From an optimization exercise on the open Yosys and OpenROAD flow, aimed at small area; shortcuts taken in it are not production practice. At most, simulation tests tie the RTL to the original design; equivalence was not proved. Power figures rest on the tool's default switching activity, not on a simulated workload.

## averaged_current_sense
module averaged_current_sense (
  input  wire logic        clk,
  input  wire logic        rst,
  input  wire logic        s_valid,
  output logic             s_ready,
  input  wire logic [1:0]  s_channel,
  input  wire logic        s_kind,
  input  wire logic [11:0] s_sample,
  output logic             r_valid,
  input  wire logic        r_ready,
  output logic [1:0]       r_channel,
  output logic             r_kind,
  output logic [11:0]      r_average,
  output logic [19:0]      r_current_ma,
  input  wire logic        cfg_we,
  input  wire logic [1:0]  cfg_index,
  input  wire logic [15:0] cfg_data
);
clock: 8.5 ns
lec_check: 0
cap_margin: 20
core_margin: 2
core_utilization: 40
slew_margin: 20
standard.sh (not shown) runs the stock make flow with config.mk's settings and CLKGATE_MAP_FILE= SYNTH_SCRIPT=/design/flow/synth_recipe.tcl, a recipe that flattens the netlist after the stock synthesis.
==> flow/flow/run.sh <==
#!/bin/bash
# Layout flow: the standard.sh with these changes.
#  - Synthesis is the standard flow's synthesis script (synth_recipe.tcl, ORFS synth.tcl) with
#    only ABC's script replaced by flow/abc_area.script, an area-oriented mapping.
#    Flip-flops are mapped before ABC runs, so the registers are the standard ones.
#  - The port buffers are sky130_fd_sc_hd__buf_1 instead of the resizer's pick.
#  - Clock tree synthesis clusters more flip-flops per leaf buffer.
# Each ORFS step writes its own log under orfs/logs; make's output goes to
# standard.log.
set -euo pipefail
here=$PWD

# synthesis script: a copy of ORFS's synth.tcl whose abc call uses our script
sed "s#log_cmd abc {\*}\$abc_args#set abc_args [lreplace \$abc_args 1 1 $here/flow/abc_area.script]; log_cmd abc {*}\$abc_args#" \
  "$FLOW_HOME/scripts/synth.tcl" > "$here/synth_area.tcl"
grep -q "abc_area.script" "$here/synth_area.tcl"
sed "s#source \$::env(SCRIPTS_DIR)/synth.tcl#source $here/synth_area.tcl#" \
  "$here/synth_recipe.tcl" > "$here/synth_recipe_area.tcl"
grep -q "synth_area.tcl" "$here/synth_recipe_area.tcl"
sed "s#SYNTH_SCRIPT=[^ ]*#SYNTH_SCRIPT=$here/synth_recipe_area.tcl#" \
  "$here/standard.sh" > "$here/standard_area.sh"
grep -q "synth_recipe_area.tcl" "$here/standard_area.sh"

export BUFFER_PORTS_ARGS="-buffer_cell sky130_fd_sc_hd__buf_1"
export CTS_ARGS="-sink_clustering_enable -repair_clock_nets -buf_list sky130_fd_sc_hd__clkbuf_16 -sink_clustering_size 33 -sink_clustering_max_diameter 150 -dont_use_dummy_load -root_buf sky130_fd_sc_hd__clkbuf_8 -tree_buf sky130_fd_sc_hd__clkbuf_4"
bash "$here/standard_area.sh" > "$here/standard.log" 2>&1
==> flow/flow/abc_area.script <==
strash
dch -f
amap
strash
dch -f
amap
topo
stime -c
Edit:
--- a/flow/flow/run.sh
+++ b/flow/flow/run.sh
@@ -23,4 +23,4 @@
 
 export BUFFER_PORTS_ARGS="-buffer_cell sky130_fd_sc_hd__buf_1"
-export CTS_ARGS="-sink_clustering_enable -repair_clock_nets -buf_list sky130_fd_sc_hd__clkbuf_16 -sink_clustering_size 33 -sink_clustering_max_diameter 150 -dont_use_dummy_load -root_buf sky130_fd_sc_hd__clkbuf_8 -tree_buf sky130_fd_sc_hd__clkbuf_4"
+export CTS_ARGS="-sink_clustering_enable -repair_clock_nets -buf_list sky130_fd_sc_hd__clkbuf_16 -sink_clustering_size 33 -sink_clustering_max_diameter 150 -dont_use_dummy_load -root_buf sky130_fd_sc_hd__clkbuf_8"
 bash "$here/standard_area.sh" > "$here/standard.log" 2>&1
Result:
- The changed run ran to the end with no violations
- fmax stays the same
- sequential cell count is unchanged
- core utilization stays the same
- total power stays the same
- sequential power hardly moves
- synthesized cell count does not change
No functional check of the RTL was part of any run of this note.

---

Setup of north:
Another version of the RTL of averaged_current_sense (not shown whole).
Size in the first run: about 550 cells after synthesis, about 290 flip-flops, roughly 75 I/O pins, ~8500 um2 of cells after synthesis.
==> flow/config.mk <==
export PLATFORM = sky130hd
export DESIGN_NAME = averaged_current_sense
export DESIGN_NICKNAME = averaged_current_sense
export VERILOG_FILES = /design/flow/design.v
export SDC_FILE = /design/flow/constraint.sdc
export NUM_CORES = 4
export LEC_CHECK = 0
export CAP_MARGIN = 20
export CORE_MARGIN = 2
export CORE_UTILIZATION = 40
export SLEW_MARGIN = 20
==> flow/constraint.sdc <==
create_clock -name core_clock -period 8.5 [get_ports {clk}]
set_input_delay 1.7000 -clock core_clock [delete_from_list [all_inputs] [get_ports {clk}]]
set_output_delay 1.7000 -clock core_clock [all_outputs]
set_load 0.01 [all_outputs]
==> flow/flow/run.sh <==
#!/bin/bash
# Layout flow: the standard.sh with these changes.
#  - Synthesis is the standard flow's synthesis script (synth_recipe.tcl, ORFS synth.tcl) with
#    only ABC's script replaced by flow/abc_area.script, an area-oriented mapping.
#    Flip-flops are mapped before ABC runs, so the registers are the standard ones.
#  - The port buffers are sky130_fd_sc_hd__buf_1 instead of the resizer's pick.
#  - Clock tree synthesis clusters more flip-flops per leaf buffer.
# Each ORFS step writes its own log under orfs/logs; make's output goes to
# standard.log.
set -euo pipefail
here=$PWD

# synthesis script: a copy of ORFS's synth.tcl whose abc call uses our script
sed "s#log_cmd abc {\*}\$abc_args#set abc_args [lreplace \$abc_args 1 1 $here/flow/abc_area.script]; log_cmd abc {*}\$abc_args#" \
  "$FLOW_HOME/scripts/synth.tcl" > "$here/synth_area.tcl"
grep -q "abc_area.script" "$here/synth_area.tcl"
sed "s#source \$::env(SCRIPTS_DIR)/synth.tcl#source $here/synth_area.tcl#" \
  "$here/synth_recipe.tcl" > "$here/synth_recipe_area.tcl"
grep -q "synth_area.tcl" "$here/synth_recipe_area.tcl"
sed "s#SYNTH_SCRIPT=[^ ]*#SYNTH_SCRIPT=$here/synth_recipe_area.tcl#" \
  "$here/standard.sh" > "$here/standard_area.sh"
grep -q "synth_recipe_area.tcl" "$here/standard_area.sh"

export BUFFER_PORTS_ARGS="-buffer_cell sky130_fd_sc_hd__buf_1"
export CTS_ARGS="-sink_clustering_enable -repair_clock_nets -buf_list sky130_fd_sc_hd__clkbuf_16 -sink_clustering_size 33 -sink_clustering_max_diameter 150 -dont_use_dummy_load -root_buf sky130_fd_sc_hd__clkbuf_8"
bash "$here/standard_area.sh" > "$here/standard.log" 2>&1
==> flow/flow/abc_area.script <==
&get -n
&st
&dch -f
&nf -R 1000
&st
&syn2
&dch -f
&nf -R 1000
&st
&syn2
&dch -f
&nf -R 1000
&put
topo
stime -c
north: done, clean on timing, DRC and antenna
Inputs modified between north and south:
--- a/flow/flow/run.sh
+++ b/flow/flow/run.sh
@@ -24,3 +24,3 @@
 export BUFFER_PORTS_ARGS="-buffer_cell sky130_fd_sc_hd__buf_1"
-export CTS_ARGS="-sink_clustering_enable -repair_clock_nets -buf_list sky130_fd_sc_hd__clkbuf_16 -sink_clustering_size 33 -sink_clustering_max_diameter 150 -dont_use_dummy_load -root_buf sky130_fd_sc_hd__clkbuf_8"
+export CTS_ARGS="-sink_clustering_enable -repair_clock_nets -buf_list sky130_fd_sc_hd__clkbuf_16 -sink_clustering_size 30 -sink_clustering_max_diameter 150 -dont_use_dummy_load "
 bash "$here/standard_area.sh" > "$here/standard.log" 2>&1
==> comparison <==
Summary of south over north: internal power summed over all cells now sits higher; total overflow reported by the global router roughly the same.
Share of the yosys chip area belonging to registers across north and south: no real change.
Area: south vs north -> south larger
The area added between synthesis and finish of south is higher than that of north.
south closes out successfully: all stages finished, all timing, DRC and antenna checks passed.
Highest fanout seen on the critical path of north is on par with south.
Taking north as the reference, in south worst hold slack lower; proportion of final cell area spent on non-clock buffers flat.

-- re-timing with driven ports --
The results above use ideal ports. As a check the final layouts listed here were re-extracted and re-timed, cells and wires unchanged.
Step 1, drivers: a clkbuf_16 drives clk and a buf_2 each remaining input, both assumed.
Step 2 also shifts input and output timing later by t, the mid clock arrival at the registers, as if the neighbouring blocks saw the same clock.
Slacks: no drivers / after step 1 / after step 2; pairs: no drivers / after step 1.
run | t (ns) | setup slack, ns | cell pins on the clock port's net
the first run of note 1 | 0.538 | 3.068 / 3.068 / 3.068 | 1
the second run of note 1 | 0.538 | 3.068 / 3.068 / 3.068 | 1
north | 0.540 | 3.913 / 3.875 / 3.958 | 1
south | 0.502 | 3.971 / 3.929 / 4.004 | 1
After both steps every run listed still meets setup and hold.
